Context: an optimization exercise on an open-source flow, tuned for small area, a short achievable clock period and few clock cycles. The choices shown serve that exercise and are no tape-out recipe. Where RTL was checked, it was by simulation tests only, not by an equivalence proof against the original.

## rtc_fields_to_epoch_seconds_unit
module rtc_fields_to_epoch_seconds_unit (
  input  logic      clk,
  input  logic      rst,
  input  logic      start,
  output logic      busy,
  input  rfes_pkg::rfes_in_t  fields,
  output logic      done,
  output rfes_pkg::rfes_out_t result,
  input  logic      cfg_write,
  input  logic      cfg_index,
  input  logic      cfg_data
);
==> flow/config.mk <==
export PLATFORM = sky130hd
export DESIGN_NAME = rtc_fields_to_epoch_seconds_unit
export DESIGN_NICKNAME = rtc_fields_to_epoch_seconds_unit
export VERILOG_FILES = /design/flow/design.v
export SDC_FILE = /design/flow/constraint.sdc
export NUM_CORES = 4
export LEC_CHECK = 0
export CAP_MARGIN = 20
export CORE_MARGIN = 2
export CORE_UTILIZATION = 40
export CTS_BUF_LIST = sky130_fd_sc_hd__clkbuf_8
export SETUP_SLACK_MARGIN = 4.2
export SLEW_MARGIN = 20
==> flow/constraint.sdc <==
create_clock -name core_clock -period 8.0 [get_ports {clk}]
set_input_delay 1.6000 -clock core_clock [delete_from_list [all_inputs] [get_ports {clk}]]
set_output_delay 1.6000 -clock core_clock [all_outputs]
set_load 0.01 [all_outputs]
standard.sh (not shown) runs the stock make flow with config.mk's settings and CLKGATE_MAP_FILE= SYNTH_SCRIPT=/design/flow/synth_recipe.tcl, a recipe that flattens the netlist after the stock synthesis.
==> flow/flow/run.sh <==
#!/bin/bash
# Standard layout, with the port buffers made of the smallest buffer cell and
# Yosys's generic fine-grained ABC pass skipped, so that the adders written as
# gates reach full-adder extraction as written.
set -euo pipefail
bash standard.sh SYNTH_ARGS=-noabc BUFFER_PORTS_ARGS="-buffer_cell sky130_fd_sc_hd__buf_1" finish > standard_flow.log 2>&1
Edit:
--- a/flow/design.v
+++ b/flow/design.v
@@ -576,30 +576,27 @@
     if (bcd_mode) begin
       fields_r = {fields.raw_year[1] ^ fields.raw_year[4], fields.raw_year[0]};
     end else begin
       fields_r = fields.raw_year[1:0];
     end
   end
-  logic [12:1] mon_oh;
-  assign mon_oh[1] = (mon4 == 4'd1);
-  assign mon_oh[2] = (mon4 == 4'd2);
-  assign mon_oh[3] = (mon4 == 4'd3);
-  assign mon_oh[4] = (mon4 == 4'd4);
-  assign mon_oh[5] = (mon4 == 4'd5);
-  assign mon_oh[6] = (mon4 == 4'd6);
-  assign mon_oh[7] = (mon4 == 4'd7);
-  assign mon_oh[8] = (mon4 == 4'd8);
-  assign mon_oh[9] = (mon4 == 4'd9);
-  assign mon_oh[10] = (mon4 == 4'd10);
-  assign mon_oh[11] = (mon4 == 4'd11);
-  assign mon_oh[12] = (mon4 == 4'd12);
+  logic [3:0]  mona;
+  logic [2:0]  monb;
+  assign mona[0] = (mon4 == 4'd1) || (mon4 == 4'd5) || (mon4 == 4'd9);
+  assign mona[1] = (mon4 == 4'd2) || (mon4 == 4'd6) || (mon4 == 4'd10);
+  assign mona[2] = (mon4 == 4'd3) || (mon4 == 4'd7) || (mon4 == 4'd11);
+  assign mona[3] = (mon4 == 4'd4) || (mon4 == 4'd8) || (mon4 == 4'd12);
+  assign monb[0] = (mon4 == 4'd1) || (mon4 == 4'd2) || (mon4 == 4'd3) || (mon4 == 4'd4);
+  assign monb[1] = (mon4 == 4'd5) || (mon4 == 4'd6) || (mon4 == 4'd7) || (mon4 == 4'd8);
+  assign monb[2] = (mon4 == 4'd9) || (mon4 == 4'd10) || (mon4 == 4'd11) || (mon4 == 4'd12);
   logic        v_q;
   logic        err_q;
   logic [4:0]  q_q;
   logic [1:0]  r_q;
-  logic [12:1] mon_q;    
+  logic [3:0]  mona_q;   
+  logic [2:0]  monb_q;   
   logic [4:0]  day_q;
   logic [4:0]  hr_q;
   logic [5:0]  min_q;
   logic [5:0]  sec_q;
   logic        leap_q;
   always_ff @(posedge clk) begin
@@ -610,21 +607,35 @@
     end
   end
   always_ff @(posedge clk) begin
     err_q <= err_all;
     q_q   <= yr7[6:2];
     r_q   <= fields_r;
-    mon_q <= mon_oh;
+    mona_q <= mona;
+    monb_q <= monb;
     day_q <= day5;
     hr_q  <= hr5;
     min_q <= min6;
     sec_q <= sec6;
     leap_q <= leap;
   end
   logic [31:0] epoch;
   logic [31:0] tab;
+  logic [12:1] mon_q;
+  assign mon_q[1] = mona_q[0] & monb_q[0];
+  assign mon_q[2] = mona_q[1] & monb_q[0];
+  assign mon_q[3] = mona_q[2] & monb_q[0];
+  assign mon_q[4] = mona_q[3] & monb_q[0];
+  assign mon_q[5] = mona_q[0] & monb_q[1];
+  assign mon_q[6] = mona_q[1] & monb_q[1];
+  assign mon_q[7] = mona_q[2] & monb_q[1];
+  assign mon_q[8] = mona_q[3] & monb_q[1];
+  assign mon_q[9] = mona_q[0] & monb_q[2];
+  assign mon_q[10] = mona_q[1] & monb_q[2];
+  assign mon_q[11] = mona_q[2] & monb_q[2];
+  assign mon_q[12] = mona_q[3] & monb_q[2];
   assign tab[0] = 1'b0;
   assign tab[1] = 1'b0;
   assign tab[2] = 1'b0;
   assign tab[3] = 1'b0;
   assign tab[4] = 1'b0;
   assign tab[5] = 1'b0;
Result:
- global-route usage shrinks by 0.19 points
- worst hold slack barely changes
- synthesized cell count grows by 4.1%
- design area shrinks by about 0.7%
No functional check of the RTL was part of any run of this note.

* * *

rtc_fields_to_epoch_seconds_unit, a different RTL version from the one above (not shown whole).
Size in the first run: roughly 650 cells after synthesis, ~89 I/O pins, ~6500 µm² of cells after synthesis.
export LEC_CHECK = 0
export CAP_MARGIN = 20
export CORE_MARGIN = 2
export CORE_UTILIZATION = 40
export CTS_BUF_LIST = sky130_fd_sc_hd__clkbuf_8
export SETUP_SLACK_MARGIN = 3.5
export SLEW_MARGIN = 20
create_clock -name core_clock -period 8.0 [get_ports {clk}]
Scripts as last shown in full above: flow/flow/run.sh
Testbench counts at the start, summed over its fixed seeds: cycles 2,112.
Next try:
--- a/flow/design.v
+++ b/flow/design.v
@@ -600,41 +600,41 @@
   end
   logic        v_q;
   logic        err_q;
   logic [4:0]  q_q;
   logic [1:0]  r_q;
   logic [3:0]  mon_q;
   logic [4:0]  day_q;
   logic [4:0]  hr_q;
   logic [5:0]  min_q;
   logic [5:0]  sec_q;
+  logic        leap_q;
   always_ff @(posedge clk) begin
     if (rst) begin
       v_q <= 1'b0;
     end else begin
       v_q <= start;
     end
   end
   always_ff @(posedge clk) begin
     err_q <= err_all;
     q_q   <= yr7[6:2];
     r_q   <= fields_r;
     mon_q <= mon4;
     day_q <= day5;
     hr_q  <= hr5;
     min_q <= min6;
     sec_q <= sec6;
+    leap_q <= leap;
   end
   logic [31:0] epoch;
   logic [31:0] tab;
-  logic        leap_q;
-  assign leap_q = (r_q == 2'd0);
   always_comb begin
     case (mon_q)
       4'd1: tab = leap_q ? 32'd676164100 : 32'd676250500;
       4'd2: tab = leap_q ? 32'd678842500 : 32'd678928900;
       4'd3: tab = 32'd681348100;
       4'd4: tab = 32'd684026500;
       4'd5: tab = 32'd686618500;
       4'd6: tab = 32'd689296900;
       4'd7: tab = 32'd691888900;
       4'd8: tab = 32'd694567300;
What happened: Synthesized cell count grows by 1.4%. Worst hold slack barely changes. Cell count grows by 0.44%. Utilization grows by 0.79 points. Via count grows by 2.9%. Global-route usage grows by 0.94 points.
For the second run of this note, only the layout was checked, not whether the RTL still works.

* * *

rtc_fields_to_epoch_seconds_unit, a different RTL version from the one above (not shown whole).
For scale: ~89 I/O pins, ~7400 µm² of cells after synthesis.
export LEC_CHECK = 0
export CAP_MARGIN = 20
export CORE_MARGIN = 2
export CORE_UTILIZATION = 40
export CTS_BUF_LIST = sky130_fd_sc_hd__clkbuf_8
export SETUP_SLACK_MARGIN = 5.0
export SLEW_MARGIN = 20
create_clock -name core_clock -period 8.0 [get_ports {clk}]
Scripts as last shown in full above: flow/flow/run.sh
The baseline ran to the end with no violations.
Then changed:
--- a/flow/design.v
+++ b/flow/design.v
@@ -582,49 +582,51 @@
   logic [3:0]  mona;
   logic [2:0]  monb;
   assign mona[0] = (mon4 == 4'd1) || (mon4 == 4'd5) || (mon4 == 4'd9);
   assign mona[1] = (mon4 == 4'd2) || (mon4 == 4'd6) || (mon4 == 4'd10);
   assign mona[2] = (mon4 == 4'd3) || (mon4 == 4'd7) || (mon4 == 4'd11);
   assign mona[3] = (mon4 == 4'd4) || (mon4 == 4'd8) || (mon4 == 4'd12);
   assign monb[0] = (mon4 == 4'd1) || (mon4 == 4'd2) || (mon4 == 4'd3) || (mon4 == 4'd4);
   assign monb[1] = (mon4 == 4'd5) || (mon4 == 4'd6) || (mon4 == 4'd7) || (mon4 == 4'd8);
   assign monb[2] = (mon4 == 4'd9) || (mon4 == 4'd10) || (mon4 == 4'd11) || (mon4 == 4'd12);
   logic        v_q;
+  logic [5:0]  errs_q;
   logic        err_q;
   logic [4:0]  q_q;
   logic [1:0]  r_q;
   logic [3:0]  mona_q;   
   logic [2:0]  monb_q;   
   logic [4:0]  day_q;
   logic [4:0]  hr_q;
   logic [5:0]  min_q;
   logic [5:0]  sec_q;
   logic        leap_q;
   always_ff @(posedge clk) begin
     if (rst) begin
       v_q <= 1'b0;
     end else begin
       v_q <= start;
     end
   end
   always_ff @(posedge clk) begin
-    err_q <= err_all;
+    errs_q <= {err_sec, err_min, err_hr, err_day, err_mon, err_yr};
     q_q   <= yr7[6:2];
     r_q   <= fields_r;
     mona_q <= mona;
     monb_q <= monb;
     day_q <= day5;
     hr_q  <= hr5;
     min_q <= min6;
     sec_q <= sec6;
     leap_q <= leap;
   end
+  assign err_q = |errs_q;
   logic [31:0] epoch;
   logic [31:0] tab;
   logic [12:1] mon_q;
   assign mon_q[1] = mona_q[0] & monb_q[0];
   assign mon_q[2] = mona_q[1] & monb_q[0];
   assign mon_q[3] = mona_q[2] & monb_q[0];
   assign mon_q[4] = mona_q[3] & monb_q[0];
   assign mon_q[5] = mona_q[0] & monb_q[1];
   assign mon_q[6] = mona_q[1] & monb_q[1];
   assign mon_q[7] = mona_q[2] & monb_q[1];
The new run completed without violations.
Area after synthesis falls by about 0.9%.
Maximum frequency shrinks by 0.81%.
Design area went down by about 1.3%.
Critical path depth does not change.
Clock skew stays flat.
Final cell count goes down by about 0.8%.
Hold slack barely changes.
Die area falls by 0.88%.
Register-to-register slack is better by 0.09 ns.
No functional check of the RTL was part of any run of this note.

* * *

Another version of the RTL of rtc_fields_to_epoch_seconds_unit (not shown whole).
Size: ~89 flip-flops, roughly 89 I/O pins.
clock: 8.0 ns
lec_check: 0
cap_margin: 20
core_margin: 2
core_utilization: 40
cts_buf_list: sky130_fd_sc_hd__clkbuf_8
setup_slack_margin: 4.2
slew_margin: 20
Scripts as last shown in full above: flow/flow/run.sh
Testbench counts at the start, summed over its fixed seeds: cycles 2,112.
==> next run, changes <==
--- a/flow/design.v
+++ b/flow/design.v
@@ -572,74 +572,63 @@
     ml[2] = (mon4 == 4'd4) || (mon4 == 4'd6) || (mon4 == 4'd9) || (mon4 == 4'd11);
     ml[3] = !(ml[0] || ml[1] || ml[2]);
     err_day = (fields.raw_monthday == 8'd0) || rfes_pkg::day_gt(fields.raw_monthday, bcd_mode, ml);
     err_all = err_sec || err_min || err_hr || err_day || err_mon || err_yr;
     if (bcd_mode) begin
       fields_r = {fields.raw_year[1] ^ fields.raw_year[4], fields.raw_year[0]};
     end else begin
       fields_r = fields.raw_year[1:0];
     end
   end
-  logic [3:0]  mona;
-  logic [2:0]  monb;
-  assign mona[0] = (mon4 == 4'd1) || (mon4 == 4'd5) || (mon4 == 4'd9);
-  assign mona[1] = (mon4 == 4'd2) || (mon4 == 4'd6) || (mon4 == 4'd10);
-  assign mona[2] = (mon4 == 4'd3) || (mon4 == 4'd7) || (mon4 == 4'd11);
-  assign mona[3] = (mon4 == 4'd4) || (mon4 == 4'd8) || (mon4 == 4'd12);
-  assign monb[0] = (mon4 == 4'd1) || (mon4 == 4'd2) || (mon4 == 4'd3) || (mon4 == 4'd4);
-  assign monb[1] = (mon4 == 4'd5) || (mon4 == 4'd6) || (mon4 == 4'd7) || (mon4 == 4'd8);
-  assign monb[2] = (mon4 == 4'd9) || (mon4 == 4'd10) || (mon4 == 4'd11) || (mon4 == 4'd12);
+  logic [12:1] mon_oh;
+  assign mon_oh[1] = (mon4 == 4'd1);
+  assign mon_oh[2] = (mon4 == 4'd2);
+  assign mon_oh[3] = (mon4 == 4'd3);
+  assign mon_oh[4] = (mon4 == 4'd4);
+  assign mon_oh[5] = (mon4 == 4'd5);
+  assign mon_oh[6] = (mon4 == 4'd6);
+  assign mon_oh[7] = (mon4 == 4'd7);
+  assign mon_oh[8] = (mon4 == 4'd8);
+  assign mon_oh[9] = (mon4 == 4'd9);
+  assign mon_oh[10] = (mon4 == 4'd10);
+  assign mon_oh[11] = (mon4 == 4'd11);
+  assign mon_oh[12] = (mon4 == 4'd12);
   logic        v_q;
   logic        err_q;
   logic [4:0]  q_q;
   logic [1:0]  r_q;
-  logic [3:0]  mona_q;   
-  logic [2:0]  monb_q;   
+  logic [12:1] mon_q;    
   logic [4:0]  day_q;
   logic [4:0]  hr_q;
   logic [5:0]  min_q;
   logic [5:0]  sec_q;
   logic        leap_q;
   always_ff @(posedge clk) begin
     if (rst) begin
       v_q <= 1'b0;
     end else begin
       v_q <= start;
     end
   end
   always_ff @(posedge clk) begin
     err_q <= err_all;
     q_q   <= yr7[6:2];
     r_q   <= fields_r;
-    mona_q <= mona;
-    monb_q <= monb;
+    mon_q <= mon_oh;
     day_q <= day5;
     hr_q  <= hr5;
     min_q <= min6;
     sec_q <= sec6;
     leap_q <= leap;
   end
   logic [31:0] epoch;
   logic [31:0] tab;
-  logic [12:1] mon_q;
-  assign mon_q[1] = mona_q[0] & monb_q[0];
-  assign mon_q[2] = mona_q[1] & monb_q[0];
-  assign mon_q[3] = mona_q[2] & monb_q[0];
-  assign mon_q[4] = mona_q[3] & monb_q[0];
-  assign mon_q[5] = mona_q[0] & monb_q[1];
-  assign mon_q[6] = mona_q[1] & monb_q[1];
-  assign mon_q[7] = mona_q[2] & monb_q[1];
-  assign mon_q[8] = mona_q[3] & monb_q[1];
-  assign mon_q[9] = mona_q[0] & monb_q[2];
-  assign mon_q[10] = mona_q[1] & monb_q[2];
-  assign mon_q[11] = mona_q[2] & monb_q[2];
-  assign mon_q[12] = mona_q[3] & monb_q[2];
   assign tab[0] = 1'b0;
   assign tab[1] = 1'b0;
   assign tab[2] = 1'b0;
   assign tab[3] = 1'b0;
   assign tab[4] = 1'b0;
   assign tab[5] = 1'b0;
   assign tab[6] = 1'b0;
   assign tab[7] = (mon_q[1] & ~leap_q) | (mon_q[2] & leap_q) | mon_q[4] | mon_q[5] | mon_q[8] | mon_q[11] | mon_q[12];
   assign tab[8] = (mon_q[1] & ~leap_q) | mon_q[5] | mon_q[7] | mon_q[8] | mon_q[10] | mon_q[11];
   assign tab[9] = mon_q[1] | (mon_q[2] & ~leap_q) | mon_q[4] | mon_q[5] | mon_q[6] | mon_q[7] | mon_q[11];
Area after synthesis is lower by 2.3%; non-clock buffer count does not change; cell area is lower by 1.7%; cell count is lower by 3.8%; via count is lower by 3.4%; register-to-register slack loses 70 ps; wire length is lower by 1.4%.
For the second run of this note, only the layout was checked, not whether the RTL still works.

* * *

Setup of 03-15:
rtc_fields_to_epoch_seconds_unit, a different RTL version from the one above (not shown whole).
Size in the first run: ~680 cells after synthesis, roughly 71 flip-flops, ~0.0064 mm² of cells after synthesis.
export LEC_CHECK = 0
export CAP_MARGIN = 20
export CORE_MARGIN = 2
export CORE_UTILIZATION = 40
export SLEW_MARGIN = 20
create_clock -name core_clock -period 8.0 [get_ports {clk}]
run.sh (not shown) runs the stock make flow with config.mk's settings and CLKGATE_MAP_FILE= SYNTH_SCRIPT=/design/flow/synth_recipe.tcl, a recipe that flattens the netlist after the stock synthesis.
Stock flow here: none of the scripts above is used.
Relative to 03-15, the following input files were edited for 04-25:
diff --git a/flow/design.v b/flow/design.v
--- a/flow/design.v
+++ b/flow/design.v
@@ -1359,26 +1359,14 @@
   assign t544 = t347 ^ t504;
   assign t545 = t348 ^ t506;
   assign t546 = t349 ^ t508;
   assign t547 = t350 ^ t510;
   assign t548 = t351 ^ t512;
   assign t549 = t352 ^ t514;
   assign t550 = t353 ^ t516;
   assign t551 = t354 ^ t518;
   assign t552 = t355 ^ t520;
   assign t553 = t356 ^ t522;
   assign epoch = {t553, t552, t551, t550, t549, t548, t547, t546, t545, t544, t543, t542, t541, t540, t539, t538, t537, t536, t535, t534, t533, t532, t531, t530, t529, t528, t527, t526, t525, t327, sec_q[1], sec_q[0]};
-  logic        v2_q;
-  logic [32:0] res_q;
-  always_ff @(posedge clk) begin
-    if (rst) begin
-      v2_q <= 1'b0;
-    end else begin
-      v2_q <= v_q;
-    end
-  end
-  always_ff @(posedge clk) begin
-    res_q <= {epoch, err_q};
-  end
-  assign done   = v2_q;
-  assign result = res_q;
+  assign done   = v_q;
+  assign result = {epoch, err_q};
 endmodule
## What came out
Looking at final wirelength, 04-25 sits 3.4% below 03-15.
04-25 ended up with fewer standard cells than 03-15.
| clock-buffer cell count | lower: 04-25 |
Reported for 03-15 and 04-25, count of maximum capacitance violations turned out identical to the last digit.
Diff 03-15 -> 04-25: row count dropped 2; worst max-slew margin expressed relative to the limit climbed 6.6 points; global-route total usage across every layer dropped 0.42 points.
A critical path start-end classification of reg2reg is what 03-15 shows, while reg2out belongs to 04-25.
Compared 04-25 vs 03-15, and met1 wire length is down in 04-25.
Relative to 03-15, post-synthesis compound-gate area fraction has gone up in 04-25.
No run of this note included a check of the RTL's function; only the layout flow was run.

separate check: timing with driven ports:
How much do the figures lean on ideal ports? The routed layouts below were timed once more, with nothing changed but the port constraints. Step 1: set_driving_cell puts a clkbuf_16 on clk and a buf_2 on each other input, an assumption about the parent block. Step 2 moves the port delays by t, midway between the first and last clock arrival at a register: inputs arrive t later, outputs are due t later. That takes back most of the time a late clock gives input paths. Three values: ideal, step 1, step 2; two values: the first two.
| run | t, ns | setup WS [ns] | worst hold slack (ns) | pins driven straight from the clock port |
|---|---|---|---|---|
| the first run of note 1 | 0.411 | 4.200 / 4.164 / 4.312 | 0.337 / 0.337 / 0.337 | 1 |
| the second run of note 1 | 0.404 | 4.233 / 4.200 / 4.302 | 0.339 / 0.339 / 0.339 | 1 |
| the first run of note 2 | 0.405 | 3.730 / 3.693 / 3.799 | 0.334 / 0.334 / 0.334 | 1 |
| the second run of note 2 | 0.408 | 3.690 / 3.654 / 3.784 | 0.336 / 0.336 / 0.336 | 1 |
| the first run of note 3 | 0.477 | 5.065 / 5.083 / 4.606 | 0.329 / 0.329 / 0.329 | 1 |
| the second run of note 3 | 0.472 | 5.041 / 5.057 / 4.586 | 0.330 / 0.330 / 0.330 | 1 |
| the first run of note 4 | 0.410 | 4.325 / 4.292 / 4.325 | 0.331 / 0.331 / 0.331 | 1 |
| the second run of note 4 | 0.409 | 4.253 / 4.219 / 4.254 | 0.331 / 0.331 / 0.331 | 1 |
| 03-15 | 0.384 | 2.834 / 2.834 / 2.834 | 0.327 / 0.327 / 0.327 | 1 |
| 04-25 | 0.310 | 0.455 / 0.421 / 0.731 | 0.578 / 0.578 / 0.578 | 1 |
After both steps every run listed still meets setup and hold. The setup slack of the first run of note 3, which loses most, moves by +0.018 ns with the drivers and by -0.459 ns with both steps.
